Context: an optimization exercise on an open-source flow, tuned for small area, a short achievable clock period and few clock cycles. The choices shown serve that exercise and are no tape-out recipe. In this exercise RTL edits were held to simulation tests only and were not proved equivalent to the original. Power is estimated from default activity; no workload was simulated.

## isp_top
module isp_top (
    input  logic             clk,
    input  logic             rst_n,
    input  logic             in_valid,
    input  logic             in_mode,
    input  isp_pkg::ratio_t  in_ratio_mode,
    input  logic             pix_valid,
    input  isp_pkg::beat_t   pix_data,
    output logic             busy,
    output logic             out_valid,
    output isp_pkg::result_t out_data
);
    logic [7:0] bcnt;       
    logic       mode_q;
    logic [1:0] ratio_q;
    logic       busy_q;
    logic       rmode;      
    logic [1:0] rratio;
    logic       last0;
    assign last0 = pix_valid && (bcnt == 8'd191);
    always_ff @(posedge clk) begin
        busy_q <= rst_n && (in_valid || (busy_q && !last0));
    end
    always_ff @(posedge clk) begin
        if (in_valid) begin
            bcnt    <= '0;
            mode_q  <= in_mode;
            ratio_q <= in_ratio_mode;
        end else if (pix_valid) begin
            bcnt <= last0 ? 8'd0 : bcnt + 8'd1;
        end
        if (last0) begin
            rmode  <= mode_q;
  ...
Size: ~560 flip-flops, ~150 I/O pins, ~25000 um2 of cells after synthesis.
export LEC_CHECK = 0
export ABC_AREA = 1
export CAP_MARGIN = 20
export CORE_MARGIN = 2
export CORE_UTILIZATION = 50
export CTS_CLUSTER_DIAMETER = 80
export CTS_CLUSTER_SIZE = 30
export PLACE_DENSITY = 0.9
export SETUP_SLACK_MARGIN = 5
export SLEW_MARGIN = 20
create_clock -name core_clock -period 8.0 [get_ports {clk}]
standard.sh (not shown) runs the stock make flow with config.mk's settings and CLKGATE_MAP_FILE= SYNTH_SCRIPT=/design/flow/synth_recipe.tcl, a recipe that flattens the netlist after the stock synthesis.
==> flow/flow/run.sh <==
#!/bin/bash
# The standard layout (standard.sh), with plain buffers (buf_1) on the
# ports instead of the delay buffers buffer_ports picks by default, and
# timing repair aimed at a setup slack of 5.3 ns.
set -euo pipefail
mkdir -p logs
export BUFFER_PORTS_ARGS="-buffer_cell sky130_fd_sc_hd__buf_1"
bash standard.sh SETUP_SLACK_MARGIN=5.3 finish > logs/standard.log 2>&1
Testbench counts at the start, summed over its fixed seeds: cycles 18,626.
Rerun with:
- CORE_UTILIZATION: 50 -> 60
- PLACE_DENSITY: 0.9 -> 0.75
Effect:
- The new run produced a clean layout
- utilization grows by 11 points
- power shrinks by 1.8%
- count of clock-buffer cells in the layout grows by 3
- critical path depth shrinks by 12
- final area shrinks by 0.80%
- cell count shrinks by 4.2%
- routed wire length shrinks by 13%
Rerun with:
- ABC_AREA: 1 -> 0
- PLACE_DENSITY: 0.75 -> default
What happened: The new run went through all stages and came out clean. Final cell count is lower by about 15%. Design area barely changes. Core utilization rises by 1.3 points. Sequential power is about the same. Setup slack loses 0.15 ns. Non-clock buffer count climbs by 19.
Rerun with:
- ABC_AREA: 0 -> 1
- CTS_BUF_LIST: default -> sky130_fd_sc_hd__clkbuf_16 sky130_fd_sc_hd__clkbuf_8
- CTS_CLUSTER_DIAMETER: 80 -> 150
- CTS_CLUSTER_SIZE: 30 -> 25
Combinational power is higher by about 9%.
Power is lower by about 1.8%.
Clock-buffer cell count came out lower by 11.
Setup slack is better by 0.15 ns.
Cell area drops by 0.88%.
Global-route usage falls by 0.23 points.
Cell count goes up by about 17%.
Maximum frequency climbs by 5.7%.
Rerun with:
- CTS_BUF_LIST: sky130_fd_sc_hd__clkbuf_16 sky130_fd_sc_hd__clkbuf_8 -> sky130_fd_sc_hd__clkbuf_8
- CTS_CLUSTER_DIAMETER: 150 -> 60
- CTS_CLUSTER_SIZE: 25 -> 20
Result: The changed run produced a clean layout. Critical path depth decreases by 5. Power went up by 0.34%. Global-route usage grows by 0.35 points. Setup slack gets worse by 0.015 ns. Synthesized cell count stays the same. Worst hold slack stays flat. Synthesized area does not change. Die area stays the same. Wire length stays flat. Final cell count rose by 0.60%. Non-clock buffer count went up by 1.

isp_top, a different RTL version from the one above (not shown whole).
For scale: about 2400 cells after synthesis, ~150 I/O pins.
Design isp_top, start of the top module:
module isp_top (
    input  logic             clk,
    input  logic             rst_n,
    input  logic             in_valid,
    input  logic             in_mode,
    input  isp_pkg::ratio_t  in_ratio_mode,
    input  logic             pix_valid,
    input  isp_pkg::beat_t   pix_data,
    output logic             busy,
    output logic             out_valid,
    output isp_pkg::result_t out_data
);
==> flow/config.mk <==
export PLATFORM = sky130hd
export DESIGN_NAME = isp_top
export DESIGN_NICKNAME = isp_top
export VERILOG_FILES = /design/flow/design.v
export SDC_FILE = /design/flow/constraint.sdc
export NUM_CORES = 4
export LEC_CHECK = 0
export ABC_AREA = 1
export CAP_MARGIN = 20
export CORE_MARGIN = 2
export CORE_UTILIZATION = 60
export CTS_CLUSTER_DIAMETER = 80
export CTS_CLUSTER_SIZE = 30
export SETUP_SLACK_MARGIN = 5
export SLEW_MARGIN = 20
==> flow/constraint.sdc <==
create_clock -name core_clock -period 8.0 [get_ports {clk}]
set_input_delay 1.6000 -clock core_clock [delete_from_list [all_inputs] [get_ports {clk}]]
set_output_delay 1.6000 -clock core_clock [all_outputs]
set_load 0.01 [all_outputs]
==> flow/flow/run.sh <==
#!/bin/bash
# The standard layout (standard.sh), with plain buffers (buf_2) on the
# ports instead of the delay buffers buffer_ports picks by default.
set -euo pipefail
mkdir -p logs
export BUFFER_PORTS_ARGS="-buffer_cell sky130_fd_sc_hd__buf_2"
bash standard.sh > logs/standard.log 2>&1
Testbench counts at the start, summed over its fixed seeds: cycles 18,629.
Then changed:
==> flow/flow/run.sh (replaced) <==
#!/bin/bash
# The standard layout (standard.sh), with plain buffers (buf_1) on the
# ports instead of the delay buffers buffer_ports picks by default.
set -euo pipefail
mkdir -p logs
export BUFFER_PORTS_ARGS="-buffer_cell sky130_fd_sc_hd__buf_1"
bash standard.sh > logs/standard.log 2>&1
- SETUP_SLACK_MARGIN: 5 -> 4.5
Effect: Non-clock buffer count shrinks by 19. First-iteration DRC count came out higher by about 16%. Die area stays the same. Flip-flop and latch count is unchanged. Area after synthesis is unchanged. Wire length goes down by 2.8%. Sequential share of layout area goes up by 0.79 points. Cell area decreases by 1.6%.

[afterwards: timing with drivers on the ports]
No port has a modelled driver above. Below, the same layouts with a new extraction and two added sets of constraints.
Step 1: set_driving_cell puts a clkbuf_16 on clk and a buf_2 on each other input, an assumption about the parent block.
Step 2 adds t to the input delays and takes it off the output delays; t is the mean of the earliest and latest rising clock arrival at the registers after step 1. Input paths then give back, and output paths get back, about the clock's delay inside the block.
a / b / c = ideal / step 1 / step 2; a / b = the first two.
run | shift t [ns] | slack for setup (ns) | clock arrival spread, ns
the first run of note 1 | 0.657 | 5.280 / 5.242 / 4.691 | 0.042 / 0.043
the second run of note 1 | 0.649 | 5.318 / 5.265 / 4.705 | 0.039 / 0.039
the third run of note 1 | 0.641 | 5.165 / 5.165 / 4.687 | 0.028 / 0.028
the fourth run of note 1 | 0.645 | 5.319 / 5.299 / 4.699 | 0.027 / 0.027
the fifth run of note 1 | 0.692 | 5.304 / 5.251 / 4.644 | 0.046 / 0.046
the first run of note 2 | 0.660 | 5.107 / 5.107 / 4.546 | 0.026 / 0.026
the second run of note 2 | 0.661 | 4.783 / 4.783 / 4.213 | 0.037 / 0.037
After both steps every run listed still meets setup and hold. The setup slack of the fifth run of note 1, which loses most, moves by -0.053 ns with the drivers and by -0.660 ns with both steps.
